Background: an optimization exercise with open tools, aiming at small area, a short achievable clock period and few clock cycles per item. Do not read the settings as production practice.
The RTL was checked by simulation tests, not by an equivalence proof against the original design.

==> inputs of trial 31 <==
==> flow/design.v (excerpt) <==
module sparse_batch_accum #(
  parameter int DATA_W = sparse_batch_accum_pkg::DATA_W,
  parameter int RES_W  = sparse_batch_accum_pkg::RES_W,
  parameter int IDX_W  = sparse_batch_accum_pkg::IDX_W,
  parameter int BATCH  = sparse_batch_accum_pkg::BATCH
) (
  input  logic              clk,
  input  logic              rst,
  input  logic              in_valid,
  output logic              in_ready,
  input  logic [DATA_W-1:0] in_data,
  input  logic [DATA_W-1:0] in_weight,
  input  logic [IDX_W-1:0]  in_idx,
  input  logic              in_last,
  output logic              out_valid,
  input  logic              out_ready,
  output logic [RES_W-1:0]  out_data,
  output logic [IDX_W-1:0]  out_idx,
  output logic              out_last,
  output logic [sparse_batch_accum_pkg::bw(BATCH+1)-1:0] sample_cnt
  , output logic            sat_flag
);
==> module sparse_batch_accum, before the edit <==
module sparse_batch_accum #(
  parameter int DATA_W = sparse_batch_accum_pkg::DATA_W,
  parameter int RES_W  = sparse_batch_accum_pkg::RES_W,
  parameter int IDX_W  = sparse_batch_accum_pkg::IDX_W,
  parameter int BATCH  = sparse_batch_accum_pkg::BATCH
) (
  input  logic              clk,
  input  logic              rst,
  input  logic              in_valid,
  output logic              in_ready,
  input  logic [DATA_W-1:0] in_data,
  input  logic [DATA_W-1:0] in_weight,
  input  logic [IDX_W-1:0]  in_idx,
  input  logic              in_last,
  output logic              out_valid,
  input  logic              out_ready,
  output logic [RES_W-1:0]  out_data,
  output logic [IDX_W-1:0]  out_idx,
  output logic              out_last,
  output logic [sparse_batch_accum_pkg::bw(BATCH+1)-1:0] sample_cnt
  , output logic            sat_flag
);
  localparam int NACC  = 2**IDX_W;
  localparam int CNT_W = sparse_batch_accum_pkg::bw(BATCH+1);
  localparam int PW    = 2*DATA_W;
  typedef enum logic [1:0] {
    ACCUM = 2'd0,
    WAIT  = 2'd1,
    LOAD  = 2'd2,
    DRAIN = 2'd3
  } st_t;
  st_t                state, state_nxt;
  logic               accept, handshake, done;
  logic               last_sample;
  logic               i_valid;
  logic [IDX_W-1:0]   i_idx, i_idx_nxt;
  logic [PW-1:0]      i_r0, i_r1, i_r2, i_r3, pp_r0, pp_r1, pp_r2, pp_r3;
  logic [PW-1:0]      prod;
  logic               s1_valid;
  logic [IDX_W-1:0]   s1_idx;
  logic [PW-1:0]      s1_prod;
  logic [RES_W-1:0]   s1_acc, s1_out;
  logic               s1_fwd;
  logic               s1_load;
  logic               s2_valid;
  logic [IDX_W-1:0]   s2_idx;
  logic [RES_W-1:0]   s2_raw, s2_res;
  logic               s2_sat_p, s2_sat_n;
  logic [RES_W-1:0]   acc [NACC];
  logic [NACC-1:0]    acc_vld;
  logic [RES_W-1:0]   rd_val;
  logic [RES_W-1:0]   add_raw;
  logic               add_sat_p, add_sat_n, add_ovf;
  assign accept    = in_valid & in_ready;
  assign handshake = out_valid & out_ready;
  assign done      = handshake & out_last;
  assign last_sample = (sample_cnt == CNT_W'(BATCH - 1));
  always_comb begin
    state_nxt = state;
    i_idx_nxt = in_idx;
    case (state)
      ACCUM: begin
        if (accept && in_last && last_sample) state_nxt = WAIT;
      end
      WAIT: begin
        state_nxt = LOAD;
        i_idx_nxt = '0;
      end
      LOAD: begin
        if (s1_valid && (s1_idx == '0)) begin
          i_idx_nxt = '0;
        end else begin
          state_nxt = DRAIN;
          i_idx_nxt = IDX_W'(1);
        end
      end
      DRAIN: begin
        i_idx_nxt = handshake ? i_idx + 1'b1 : i_idx;
        if (done) state_nxt = ACCUM;
      end
      default: begin
        state_nxt = ACCUM;
      end
    endcase
  end
  always_ff @(posedge clk or posedge rst) begin
    if (rst) begin
      state      <= ACCUM;
      in_ready   <= 1'b0;
      out_valid  <= 1'b0;
      sample_cnt <= '0;
      i_valid    <= 1'b0;
      s1_valid   <= 1'b0;
      s2_valid   <= 1'b0;
      acc_vld    <= '0;
    end else begin
      state     <= state_nxt;
      in_ready  <= (state_nxt == ACCUM);
      out_valid <= (state_nxt == DRAIN);
      if (done) begin
        sample_cnt <= '0;
      end else if (accept && in_last) begin
        sample_cnt <= sample_cnt + 1'b1;
      end
      i_valid  <= accept;
      s1_valid <= i_valid;
      s2_valid <= s1_valid;
      if (done) begin
        acc_vld <= '0;
      end else if (s2_valid) begin
        acc_vld[s2_idx] <= 1'b1;
      end
    end
  end
  always_ff @(posedge clk or posedge rst) begin
    if (rst) begin
      sat_flag <= 1'b0;
    end else if (done) begin
      sat_flag <= 1'b0;
    end else if (s1_valid && add_ovf) begin
      sat_flag <= 1'b1;
    end
  end
  always_ff @(posedge clk) begin
    if (state != DRAIN) begin
      out_idx  <= '0;
      out_last <= 1'b0;
    end else if (handshake) begin
      out_idx  <= out_idx + 1'b1;
      out_last <= (out_idx == IDX_W'(NACC - 2));
    end
  end
  sparse_mul_pp u_pp (
    .a(in_data), .b(in_weight), .r0(pp_r0), .r1(pp_r1), .r2(pp_r2), .r3(pp_r3)
  );
  always_ff @(posedge clk) begin
    i_idx <= i_idx_nxt;
    i_r0  <= pp_r0;
    i_r1  <= pp_r1;
    i_r2  <= pp_r2;
    i_r3  <= pp_r3;
  end
  sparse_mul_fin u_fin (.r0(i_r0), .r1(i_r1), .r2(i_r2), .r3(i_r3), .prod(prod));
  always_comb begin
    if (s2_valid && (s2_idx == i_idx)) begin
      rd_val = s2_res;
    end else if (acc_vld[i_idx]) begin
      rd_val = acc[i_idx];
    end else begin
      rd_val = '0;
    end
  end
  assign s1_load = (state != DRAIN) | out_ready;
  always_ff @(posedge clk) begin
    s1_idx  <= i_idx;
    s1_prod <= prod;
    s1_fwd  <= s1_valid & (s1_idx == i_idx);
    s1_acc  <= rd_val;
    if (s1_load) begin
      s1_out <= rd_val;
    end
  end
  assign out_data = s1_out;
  sparse_mac_stage #(.DATA_W(DATA_W), .RES_W(RES_W)) u_mac (
    .acc_rd(s1_acc), .fwd(s1_fwd), .prev_raw(s2_raw), .prev_sat_p(s2_sat_p),
    .prev_sat_n(s2_sat_n), .prod(s1_prod), .res_raw(add_raw), .res_sat_p(add_sat_p),
    .res_sat_n(add_sat_n), .ovf(add_ovf)
  );
  always_ff @(posedge clk) begin
    s2_idx   <= s1_idx;
    s2_raw   <= add_raw;
    s2_sat_p <= add_sat_p;
    s2_sat_n <= add_sat_n;
  end
  always_comb begin
    if (s2_sat_p) begin
      s2_res = {1'b0, {(RES_W-1){1'b1}}};
    end else if (s2_sat_n) begin
      s2_res = {1'b1, {(RES_W-1){1'b0}}};
    end else begin
      s2_res = s2_raw;
    end
  end
  always_ff @(posedge clk) begin
    if (s2_valid) begin
      acc[s2_idx] <= s2_res;
    end
  end
endmodule
export LEC_CHECK = 0
export CAP_MARGIN = 20
export CORE_MARGIN = 2
export CORE_UTILIZATION = 55
export CTS_CLUSTER_DIAMETER = 80
export CTS_CLUSTER_SIZE = 25
export SETUP_SLACK_MARGIN = 5
export SLEW_MARGIN = 20
create_clock -name core_clock -period 8.0 [get_ports {clk}]
standard.sh (not shown) runs the stock make flow with config.mk's settings and CLKGATE_MAP_FILE= SYNTH_SCRIPT=/design/flow/synth_recipe.tcl, a recipe that flattens the netlist after the stock synthesis.
==> flow/flow/run.sh <==
#!/bin/bash
set -euo pipefail
bash standard.sh SETUP_SLACK_MARGIN=5.5 finish > flow_standard.log 2>&1
==> inputs of trial 33, as changes to trial 31 <==
--- a/flow/design.v
+++ b/flow/design.v
@@ -438,5 +438,5 @@
   logic [IDX_W-1:0]   s1_idx;
   logic [PW-1:0]      s1_prod;
-  logic [RES_W-1:0]   s1_acc, s1_out;
+  logic [RES_W-1:0]   s1_acc;
   logic               s1_fwd;
   logic               s1_load;
@@ -487,4 +487,6 @@
       in_ready   <= 1'b0;
       out_valid  <= 1'b0;
+      out_last   <= 1'b0;
+      out_idx    <= '0;
       sample_cnt <= '0;
       i_valid    <= 1'b0;
@@ -496,4 +498,11 @@
       in_ready  <= (state_nxt == ACCUM);
       out_valid <= (state_nxt == DRAIN);
+      if (state != DRAIN) begin
+        out_idx  <= '0;
+        out_last <= 1'b0;
+      end else if (handshake) begin
+        out_idx  <= out_idx + 1'b1;
+        out_last <= (out_idx == IDX_W'(NACC - 2));
+      end
       if (done) begin
         sample_cnt <= '0;
@@ -520,13 +529,4 @@
     end
   end
-  always_ff @(posedge clk) begin
-    if (state != DRAIN) begin
-      out_idx  <= '0;
-      out_last <= 1'b0;
-    end else if (handshake) begin
-      out_idx  <= out_idx + 1'b1;
-      out_last <= (out_idx == IDX_W'(NACC - 2));
-    end
-  end
   sparse_mul_pp u_pp (
     .a(in_data), .b(in_weight), .r0(pp_r0), .r1(pp_r1), .r2(pp_r2), .r3(pp_r3)
@@ -554,10 +554,9 @@
     s1_prod <= prod;
     s1_fwd  <= s1_valid & (s1_idx == i_idx);
-    s1_acc  <= rd_val;
     if (s1_load) begin
-      s1_out <= rd_val;
+      s1_acc <= rd_val;
     end
   end
-  assign out_data = s1_out;
+  assign out_data = s1_acc;
   sparse_mac_stage #(.DATA_W(DATA_W), .RES_W(RES_W)) u_mac (
     .acc_rd(s1_acc), .fwd(s1_fwd), .prev_raw(s2_raw), .prev_sat_p(s2_sat_p),
==> run summary <==
Between trial 31 and trial 33, the lower die area is in trial 33 (gap about 1.2%, measured against trial 33). Of trial 33 and trial 31, trial 33 has the higher global-route usage (gap 0.42 points). Non-clock buffer count: trial 33 is higher than trial 31 (47). Sequential share of layout area: trial 33 is lower than trial 31 (1.6 points). In trial 33 the first-iteration DRC count is larger than in trial 31, by about 16%. Against trial 31, the area after synthesis of trial 33 is lower by about 1.2%.
Testbench counts of trial 31, summed over its fixed seeds: cycles 5,226, items 4,650.
Testbench counts of trial 33, summed over its fixed seeds: cycles 5,226, items 4,650.

## re-timing with driven ports
No port has a modelled driver above. Below, the same layouts with a new extraction and two added sets of constraints. Step 1, drivers: a clkbuf_16 drives clk and a buf_2 each remaining input, both assumed. Step 2 adds t to the input delays and takes it off the output delays; t is the mean of the earliest and latest rising clock arrival at the registers after step 1. Input paths then give back, and output paths get back, about the clock's delay inside the block. Slacks: ideal ports / drivers / drivers and shift; pairs: ideal ports / drivers.
| run | t, ns | setup slack, ns | hold WS [ns] | clock arrival spread, ns |
|---|---|---|---|---|
| trial 31 | 0.647 | 4.918 / 4.918 / 4.832 | 0.336 / 0.336 / 0.336 | 0.033 / 0.033 |
| trial 33 | 0.656 | 5.003 / 4.941 / 4.904 | 0.362 / 0.362 / 0.362 | 0.054 / 0.054 |
After both steps setup and hold are still met in every run listed. The setup slack of trial 33, which loses most, moves by -0.062 ns with the drivers and by -0.099 ns with both steps.
